This is an optimization exercise on Yosys and OpenROAD, whose aim is small area, a short achievable clock period and few clock cycles, not a production implementation. Only simulation tests tie the RTL to the original design; equivalence was not proved. Power is estimated from default activity; no workload was simulated.

run A:
Design duty_cycled_particle_averager, start of the top module:
module duty_cycled_particle_averager
(
    input  wire logic        clk,
    input  wire logic        rst_n,
    input  wire logic        s_tvalid,
    output logic             s_tready,
    input  wire logic [87:0] s_tdata,
    output logic             m_tvalid,
    input  wire logic        m_tready,
    output logic      [63:0] m_tdata,
    input  wire logic        psel,
    input  wire logic        penable,
    input  wire logic        pwrite,
    input  wire logic [3:0]  paddr,
    input  wire logic [31:0] pwdata,
    output logic      [31:0] prdata,
    output logic             pready
);
Size in the first run: roughly 3700 cells after synthesis, roughly 470 flip-flops, about 230 I/O pins, roughly 29000 µm² of cells after synthesis.
clock: 8.0 ns
lec_check: 0
abc_area: 1
cap_margin: 20
core_margin: 2
core_utilization: 60
cts_cluster_diameter: 80
cts_cluster_size: 25
setup_slack_margin: 4.8
slew_margin: 20
standard.sh (not shown) runs the stock make flow with config.mk's settings and CLKGATE_MAP_FILE= SYNTH_SCRIPT=/design/flow/synth_recipe.tcl, a recipe that flattens the netlist after the stock synthesis.
==> flow/flow/run.sh <==
#!/bin/bash
# The standard layout (the standard.sh, all steps through finish), with
# the port buffers that placement inserts made of sky130_fd_sc_hd__buf_2
# cells instead of the buffer_ports default. Every port still gets its own
# buffer. make's full output goes to layout.log in the work folder; ORFS's
# per-step logs stay under orfs/logs/.
set -euo pipefail
bash standard.sh "BUFFER_PORTS_ARGS=-buffer_cell sky130_fd_sc_hd__buf_2" finish > layout.log 2>&1
Testbench counts of run A, summed over its fixed seeds: cycles 9,553.
Here is what was changed in the inputs of run B compared with run A.
diff --git a/flow/config.mk b/flow/config.mk
--- a/flow/config.mk
+++ b/flow/config.mk
@@ -11,4 +11,4 @@
 export CORE_UTILIZATION = 60
-export CTS_CLUSTER_DIAMETER = 80
-export CTS_CLUSTER_SIZE = 25
+export CTS_CLUSTER_DIAMETER = 60
+export CTS_CLUSTER_SIZE = 20
 export SETUP_SLACK_MARGIN = 4.8
Findings:
Going from run A to run B, final cycle utilization of the critical path higher; leakage power of the design higher; growth of design area from synthesis to finish higher; total power higher.
Run B vs. run A: share of total power in combinational logic dropped 1.6 points, total clock buffers created by CTS increased by 41% relative to the old numbers, sum of met3 wire segment lengths after detailed routing up 3.6%.
Inputs modified between run B and run C:
diff --git a/flow/config.mk b/flow/config.mk
--- a/flow/config.mk
+++ b/flow/config.mk
@@ -11,5 +11,5 @@
 export CORE_UTILIZATION = 60
-export CTS_CLUSTER_DIAMETER = 60
-export CTS_CLUSTER_SIZE = 20
-export SETUP_SLACK_MARGIN = 4.8
+export CTS_CLUSTER_DIAMETER = 80
+export CTS_CLUSTER_SIZE = 30
+export SETUP_SLACK_MARGIN = 4.3
 export SLEW_MARGIN = 20
### Flow results
Status | run B and run C | clean
Non-clock buffer count in run C is 16% lower than in run B
Between run C and run B, the sequential cell area in the final layout figures differ only marginally.
Launching instance or port of the critical path: u_ctrl.t_elapsed[15] -> run C, s_tdata[0] -> run B
Row clock network fraction of design power: run C lower / run B higher
Looking at number of antenna violations at the first check in global routing across run B and run C, the one that comes out higher is run C.
On CTS H-tree depth, the lower figure sits with run C, not run B.
Taking run B as the reference, in run C core box area level; post-route cell area moved down.
The slowest cell on the critical path comes out sky130_fd_sc_hd__dfxtp_1 in one run and sky130_fd_sc_hd__fa_2 in the other, namely in run C and run B respectively.
Routed length on met1 of run C falls short of that of run B by a few percent.
Run C vs run B: worst setup slack down in run C

========
Setup of lagoon:
Starting RTL as in the previous note.
Design duty_cycled_particle_averager, start of the top module:
module duty_cycled_particle_averager
(
    input  wire logic        clk,
    input  wire logic        rst_n,
    input  wire logic        s_tvalid,
    output logic             s_tready,
    input  wire logic [87:0] s_tdata,
    output logic             m_tvalid,
    input  wire logic        m_tready,
    output logic      [63:0] m_tdata,
    input  wire logic        psel,
    input  wire logic        penable,
    input  wire logic        pwrite,
    input  wire logic [3:0]  paddr,
    input  wire logic [31:0] pwdata,
    output logic      [31:0] prdata,
    output logic             pready
);
    localparam int MW = dcpa_pkg::MassW;
    logic [dcpa_pkg::TimeW-1:0] wake_interval_reg;
    logic [dcpa_pkg::TimeW-1:0] warmup_delay_reg;
    logic [dcpa_pkg::TimeW-1:0] read_window_reg;
    logic [31:0]      prdata_reg;
    logic             pready_reg;
    logic [2:0]       wsel_reg;
    logic             in_ready;
    logic             accum;
    logic             div_step;
    logic             div_last;
    logic             enable;
    logic             published;
    logic [dcpa_pkg::CountW-1:0] count;
    logic [dcpa_pkg::CountW-1:0] divisor;
    logic [dcpa_pkg::CountW+1:0] divisor3;
    logic [MW-1:0]    mass_pm1;
    logic [MW-1:0]    mass_pm25;
    logic [MW-1:0]    mass_pm10;
    logic [MW-1:0]    avg_pm1;
    logic [MW-1:0]    avg_pm25;
    logic [MW-1:0]    avg_pm10;
    always_ff @(posedge clk or negedge rst_n)
    begin
        if (!rst_n)
        begin
            wake_interval_reg <= dcpa_pkg::WakeIntervalRst;
            warmup_delay_reg  <= dcpa_pkg::WarmupDelayRst;
            read_window_reg   <= dcpa_pkg::ReadWindowRst;
            pready_reg        <= 1'b0;
            wsel_reg          <= '0;
        end
        else
        begin
            pready_reg <= psel && penable && !pready_reg;
            wsel_reg   <= '0;
            if (psel && penable && pwrite && !pready_reg)
            begin
                case (paddr[3:2])
  ...
export LEC_CHECK = 0
export ABC_AREA = 1
export CAP_MARGIN = 20
export CORE_MARGIN = 2
export CORE_UTILIZATION = 60
export CTS_CLUSTER_DIAMETER = 80
export CTS_CLUSTER_SIZE = 30
export SETUP_SLACK_MARGIN = 4.5
export SLEW_MARGIN = 20
create_clock -name core_clock -period 8.0 [get_ports {clk}]
Scripts as last shown in full above: flow/flow/run.sh
Testbench counts of lagoon, summed over its fixed seeds: cycles 9,553.
> inputs changed (lagoon -> quartz)
--- a/flow/config.mk
+++ b/flow/config.mk
@@ -9,7 +9,8 @@
 export CAP_MARGIN = 20
 export CORE_MARGIN = 2
-export CORE_UTILIZATION = 60
+export CORE_UTILIZATION = 70
 export CTS_CLUSTER_DIAMETER = 80
-export CTS_CLUSTER_SIZE = 30
-export SETUP_SLACK_MARGIN = 4.5
+export CTS_CLUSTER_SIZE = 25
+export PLACE_DENSITY = 0.72
+export SETUP_SLACK_MARGIN = 4.8
 export SLEW_MARGIN = 20
==> comparison <==
- Looking only at clock buffer and inverter area fraction after layout, and setting everything else aside, the lower value of lagoon and quartz goes to quartz.
- Delta (quartz minus lagoon): total via count after detailed routing saw an increase, synthesis-to-finish area growth saw an increase, remaining antenna violation count after routing saw little to no change, final clock period utilization by the worst path saw a decrease.
- Taking lagoon as the reference, in quartz sequential share of cell area -0.83 points; number of buffers added by the clock tree synthesis step shows an increase of 1.
diff inputs: quartz => xenon
--- a/flow/config.mk
+++ b/flow/config.mk
@@ -9,8 +9,7 @@
 export CAP_MARGIN = 20
 export CORE_MARGIN = 2
-export CORE_UTILIZATION = 70
+export CORE_UTILIZATION = 60
 export CTS_CLUSTER_DIAMETER = 80
-export CTS_CLUSTER_SIZE = 25
-export PLACE_DENSITY = 0.72
-export SETUP_SLACK_MARGIN = 4.8
+export CTS_CLUSTER_SIZE = 30
+export SETUP_SLACK_MARGIN = 4.7
 export SLEW_MARGIN = 20
--- outcome ---
Per the comparison of xenon with quartz, buffer count excluding the clock tree in the final layout went down 12%; register-to-register slack dropped 0.04 ns. Utilization after layout: xenon < quartz.
Input-level comparison between nickel and xenon:
--- a/flow/config.mk
+++ b/flow/config.mk
@@ -12,4 +12,4 @@
 export CTS_CLUSTER_DIAMETER = 80
 export CTS_CLUSTER_SIZE = 30
-export SETUP_SLACK_MARGIN = 4.7
+export SETUP_SLACK_MARGIN = 5.0
 export SLEW_MARGIN = 20
Findings:
Delta (nickel minus xenon): maximum fanout encountered on the critical timing path fell 1; number of clock-tree buffers in the layout rose 3.3%; total track usage rose 0.84 points. Post-route standard cell area excluding fillers (nickel / xenon): 1.08. nickel reports its top routing layer in use as met5 while xenon reports met4. On global-route wire length before repair, xenon beats nickel.

-- port drivers added, routing unchanged --
Ports are ideal in the flow. The routed layouts listed here were re-timed in OpenROAD.
Step 1 (the two cells are an assumption about what drives the block):
set clk [get_ports {clk}]
set_driving_cell -lib_cell sky130_fd_sc_hd__clkbuf_16 $clk
set_driving_cell -lib_cell sky130_fd_sc_hd__buf_2 [delete_from_list [all_inputs] $clk]
Step 2 moves the port delays by t, midway between the first and last clock arrival at a register: inputs arrive t later, outputs are due t later. That takes back most of the time a late clock gives input paths.
Slacks: ideal / step 1 / step 2; pairs: ideal / step 1.
| run | t, ns | setup WS [ns] | hold WS [ns] | latest minus earliest clock arrival (ns) |
|---|---|---|---|---|
| run A | 0.676 | 4.834 / 4.857 / 4.181 | 0.435 / 0.435 / 0.435 | 0.028 / 0.028 |
| run B | 0.642 | 4.776 / 4.800 / 4.158 | 0.432 / 0.432 / 0.432 | 0.033 / 0.034 |
| run C | 0.674 | 4.458 / 4.458 / 3.851 | 0.436 / 0.436 / 0.436 | 0.048 / 0.049 |
| lagoon | 0.671 | 4.593 / 4.625 / 3.960 | 0.440 / 0.440 / 0.440 | 0.028 / 0.027 |
| quartz | 0.659 | 4.729 / 4.751 / 4.092 | 0.447 / 0.447 / 0.447 | 0.023 / 0.022 |
| xenon | 0.686 | 4.767 / 4.767 / 4.124 | 0.441 / 0.441 / 0.441 | 0.041 / 0.040 |
| nickel | 0.686 | 4.771 / 4.790 / 4.104 | 0.444 / 0.444 / 0.444 | 0.031 / 0.030 |
After both steps setup and hold are still met in every run listed. The setup slack of nickel, which loses most, moves by +0.019 ns with the drivers and by -0.667 ns with both steps.
